Context: an optimization exercise on an open-source flow, tuned for small area and a short achievable clock period. The choices shown serve that exercise and are no tape-out recipe.
Function was checked by simulation only, so behaviour that the tests miss may differ from the original.

==> flow/design.v <==
package wave_capture_pkg;
   typedef enum logic [1:0] {
      IDLE    = 2'd0,
      ARMED   = 2'd1,
      CAPTURE = 2'd2,
      FULL    = 2'd3
   } cap_state_e;
   localparam logic [7:0] OFFSET_XOR = 8'h80;
   localparam int         SAMPLE_MSB = 15;
   localparam int         BYTE_W     = 8;
   function automatic logic [BYTE_W-1:0] to_offset(
      input logic [SAMPLE_MSB:0] s
   );
      to_offset = s[SAMPLE_MSB -: BYTE_W] ^ OFFSET_XOR;
   endfunction
   function automatic logic rising_zc(
      input logic [SAMPLE_MSB:0] prev,
      input logic [SAMPLE_MSB:0] cur
   );
      rising_zc = prev[SAMPLE_MSB] & ~cur[SAMPLE_MSB];
   endfunction
endpackage
module wave_capture_ram
#(
   parameter int ADDR_WIDTH = 8
) (
   input  logic                clk_i,
   input  logic                rst_ni,
   input  logic                we_i,       
   input  logic                last_i,     
   input  logic [wave_capture_pkg::BYTE_W-1:0] wdata_i,
   input  logic                publish_i,  
   input  logic [ADDR_WIDTH-1:0] raddr_i,
   output logic [wave_capture_pkg::BYTE_W-1:0] rdata_o
);
   localparam int BW    = wave_capture_pkg::BYTE_W;
   localparam int DEPTH = 1 << ADDR_WIDTH;
   logic [BW-1:0]          hold_q;
   logic                   shift_q;
   logic [BW*(DEPTH-1)-1:0] chain_q;    
   logic [BW*DEPTH-1:0]    disp_q;      
   always_ff @(posedge clk_i) begin
      if (we_i) hold_q <= wdata_i;
   end
   always_ff @(posedge clk_i or negedge rst_ni) begin
      if (!rst_ni) shift_q <= 1'b0;
      else         shift_q <= we_i & ~last_i;
   end
   always_ff @(posedge clk_i) begin
      if (shift_q) chain_q <= {hold_q, chain_q[BW*(DEPTH-1)-1:BW]};
   end
   always_ff @(posedge clk_i) begin
      if (publish_i) disp_q <= {hold_q, chain_q};
   end
   localparam int NC0  = 32;           
   localparam int NC1  = 8;            
   logic [7:0]    q0 [NC0];    
   logic [7:0]    q1 [NC1];    
   logic [3:0]    q2;          
   logic [BW-1:0] rdata_d;
   logic [BW-1:0] rdata_q;
   for (genvar c = 0; c < NC0; c++) begin : g_q0
      wc_dec3 u_dec (.a(raddr_i[2:0]), .y(q0[c]));
   end
   for (genvar c = 0; c < NC1; c++) begin : g_q1
      wc_dec3 u_dec (.a(raddr_i[5:3]), .y(q1[c]));
   end
   wc_dec2 u_q2 (.a(raddr_i[7:6]), .y(q2));
   for (genvar b = 0; b < BW; b++) begin : g_bit
      logic [31:0] m1;
      logic [3:0]  m2;
      for (genvar j = 0; j < 32; j++) begin : g_m1
         logic [7:0] d;
         for (genvar v = 0; v < 8; v++) begin : g_d
            assign d[v] = disp_q[BW*(8*j+v) + b];
         end
         wc_mux8oh u (.q(q0[(32*b + j) / 8]), .d(d), .y(m1[j]));
      end
      for (genvar j = 0; j < 4; j++) begin : g_m2
         wc_mux8oh u (.q(q1[b % NC1]), .d(m1[8*j +: 8]), .y(m2[j]));
      end
      wc_mux4oh u_m3 (.q(q2), .d(m2), .y(rdata_d[b]));
   end
   always_ff @(posedge clk_i) begin
      rdata_q <= rdata_d;
   end
   assign rdata_o = rdata_q;
endmodule
module wc_mux8oh (input logic [7:0] q, input logic [7:0] d, output logic y);
   assign y = ~(~((q[0] & d[0]) | (q[1] & d[1])) & ~((q[2] & d[2]) | (q[3] & d[3])) &
                ~((q[4] & d[4]) | (q[5] & d[5])) & ~((q[6] & d[6]) | (q[7] & d[7])));
endmodule
module wc_dec3 (input logic [2:0] a, output logic [7:0] y);
   logic [2:0] an;
   for (genvar k = 0; k < 3; k++) begin : g_n
      wc_inv u_inv (.a(a[k]), .y(an[k]));
   end
   for (genvar v = 0; v < 8; v++) begin : g_v
      logic n;
      wc_nand3 u_nand (.a(v[0] ? a[0] : an[0]), .b(v[1] ? a[1] : an[1]),
                       .c(v[2] ? a[2] : an[2]), .y(n));
      wc_inv   u_inv  (.a(n), .y(y[v]));
   end
endmodule
module wc_nand3 (input logic a, b, c, output logic y);
   assign y = ~(a & b & c);
endmodule
module wc_inv (input logic a, output logic y);
   assign y = ~a;
endmodule
module wc_mux4oh (input logic [3:0] q, input logic [3:0] d, output logic y);
   assign y = ~(~((q[0] & d[0]) | (q[1] & d[1])) & ~((q[2] & d[2]) | (q[3] & d[3])));
endmodule
module wc_dec2 (input logic [1:0] a, output logic [3:0] y);
   assign y[0] = ~a[1] & ~a[0];
   assign y[1] = ~a[1] &  a[0];
   assign y[2] =  a[1] & ~a[0];
   assign y[3] =  a[1] &  a[0];
endmodule
module wc_nand2 (input logic a, b, output logic y);
   assign y = ~(a & b);
endmodule
module wc_a22oi (input logic a1, a2, b1, b2, output logic y);
   assign y = ~((a1 & a2) | (b1 & b2));
endmodule
module wave_capture
#(
   parameter int ADDR_WIDTH = 8
) (
   input  logic                  clk,
   input  logic                  reset,
   input  logic                  new_sample,
   input  logic [15:0]           sample_in,
   input  logic                  enable,
   input  logic                  frame_sync,
   input  logic [ADDR_WIDTH-1:0] read_addr,
   output logic [7:0]            read_data,
   output logic                  new_wave,
   output logic [1:0]            capture_state
);
   wave_capture_pkg::cap_state_e state_q;
   logic                  prev_neg_q;   
   logic [ADDR_WIDTH-1:0] cnt_q;
   logic                  new_wave_q;
   logic                  zc;
   logic                  tmo;
   logic                  trig;
   logic                  we;
   logic                  last;
   logic                  publish;
   assign zc   = prev_neg_q & ~sample_in[15];
   assign tmo  = &cnt_q;
   assign trig = new_sample & (zc | tmo);
   assign we      = enable & ((state_q == wave_capture_pkg::ARMED) ? trig :
                               (state_q == wave_capture_pkg::CAPTURE) & new_sample);
   assign publish = enable & (state_q == wave_capture_pkg::FULL) & frame_sync;
   assign last = (state_q == wave_capture_pkg::CAPTURE) & tmo;
   always_ff @(posedge clk or negedge reset) begin
      if (!reset) begin
         state_q    <= wave_capture_pkg::IDLE;
         prev_neg_q <= 1'b0;
         new_wave_q <= 1'b0;
      end else begin
         new_wave_q <= publish;
         if (new_sample) begin
            prev_neg_q <= sample_in[15];
         end
         if (!enable) begin
            state_q <= wave_capture_pkg::IDLE;
         end else begin
            unique case (state_q)
               wave_capture_pkg::IDLE:    state_q <= wave_capture_pkg::ARMED;
               wave_capture_pkg::ARMED:   if (trig) state_q <= wave_capture_pkg::CAPTURE;
               wave_capture_pkg::CAPTURE: if (new_sample & tmo) state_q <= wave_capture_pkg::FULL;
               wave_capture_pkg::FULL:    if (frame_sync) state_q <= wave_capture_pkg::ARMED;
               default: state_q <= wave_capture_pkg::IDLE;
            endcase
         end
      end
   end
   always_ff @(posedge clk) begin
      if (enable) begin
         unique case (state_q)
            wave_capture_pkg::IDLE: cnt_q <= '0;
            wave_capture_pkg::ARMED: begin
               if (trig)            cnt_q <= ADDR_WIDTH'(1);
               else if (new_sample) cnt_q <= cnt_q + ADDR_WIDTH'(1);
            end
            wave_capture_pkg::CAPTURE: if (new_sample) cnt_q <= cnt_q + ADDR_WIDTH'(1);
            wave_capture_pkg::FULL:    if (frame_sync) cnt_q <= '0;
            default: begin end
         endcase
      end
   end
   wave_capture_ram #(
      .ADDR_WIDTH(ADDR_WIDTH)
   ) u_ram (
      .clk_i    (clk),
      .rst_ni   (reset),
      .we_i     (we),
      .last_i   (last),
      .wdata_i  (wave_capture_pkg::to_offset(sample_in)),
      .publish_i(publish),
      .raddr_i  (read_addr),
      .rdata_o  (read_data)
   );
   assign new_wave      = new_wave_q;
   assign capture_state = state_q;
endmodule
clock: 5.0 ns
lec_check: 0
cap_margin: 20
core_margin: 2
core_utilization: 75
cts_buf_list: sky130_fd_sc_hd__clkbuf_16
cts_cluster_diameter: 100
cts_cluster_size: 20
setup_slack_margin: 2.7
slew_margin: 20
synth_hierarchical: 1
synth_minimum_keep_size: 0
run.sh (not shown) runs the stock make flow with config.mk's settings and CLKGATE_MAP_FILE= SYNTH_SCRIPT=/design/flow/synth_recipe.tcl, a recipe that flattens the netlist after the stock synthesis.
==> next run, changes <==
--- a/flow/design.v
+++ b/flow/design.v
@@ -50,12 +50,12 @@
       if (shift_q) chain_q <= {hold_q, chain_q[BW*(DEPTH-1)-1:BW]};
    end
    always_ff @(posedge clk_i) begin
       if (publish_i) disp_q <= {hold_q, chain_q};
    end
-   localparam int NC0  = 32;           
-   localparam int NC1  = 8;            
+   localparam int NC0  = 16;           
+   localparam int NC1  = 4;            
    logic [7:0]    q0 [NC0];    
    logic [7:0]    q1 [NC1];    
    logic [3:0]    q2;          
    logic [BW-1:0] rdata_d;
    logic [BW-1:0] rdata_q;
@@ -72,11 +72,11 @@
       for (genvar j = 0; j < 32; j++) begin : g_m1
          logic [7:0] d;
          for (genvar v = 0; v < 8; v++) begin : g_d
             assign d[v] = disp_q[BW*(8*j+v) + b];
          end
-         wc_mux8oh u (.q(q0[(32*b + j) / 8]), .d(d), .y(m1[j]));
+         wc_mux8oh u (.q(q0[(32*b + j) / 16]), .d(d), .y(m1[j]));
       end
       for (genvar j = 0; j < 4; j++) begin : g_m2
          wc_mux8oh u (.q(q1[b % NC1]), .d(m1[8*j +: 8]), .y(m2[j]));
       end
       wc_mux4oh u_m3 (.q(q2), .d(m2), .y(rdata_d[b]));
After rerunning:
- wire length came out higher by 3.8%
- die area went down by 1.2%
- core utilization rose by 1.9 points
- design area goes up by 1.0%
- count of clock-buffer cells in the layout climbs by 2
- worst hold slack is better by 0.0083 ns
- via count is lower by 0.33%
- cell count came out lower by 2.4%
- fmax is lower by 2.4%

==> port drivers added, routing unchanged <==
In the flow no input, the clock included, has a driving cell. The finished layouts below were timed again as built, in two steps. Step 1: set_driving_cell puts a clkbuf_16 on clk and a buf_2 on each other input, an assumption about the parent block. Step 2, shift: input delay + t, output delay - t, t = (earliest + latest rising clock arrival at the registers) / 2. This alone moves slack from input paths to output paths. Three values: ideal ports, drivers, drivers and shift; two values: the first two.
run	shift t [ns]	setup WS [ns]	cell pins on the clock port's net
the first run	0.945	2.556 / 2.256 / 1.311	1
the second run	0.948	2.495 / 2.218 / 1.270	1
After both steps every run listed still meets setup and hold. For the first run, which loses most, drivers alone change the setup slack by -0.300 ns; drivers and shift together by -1.245 ns.
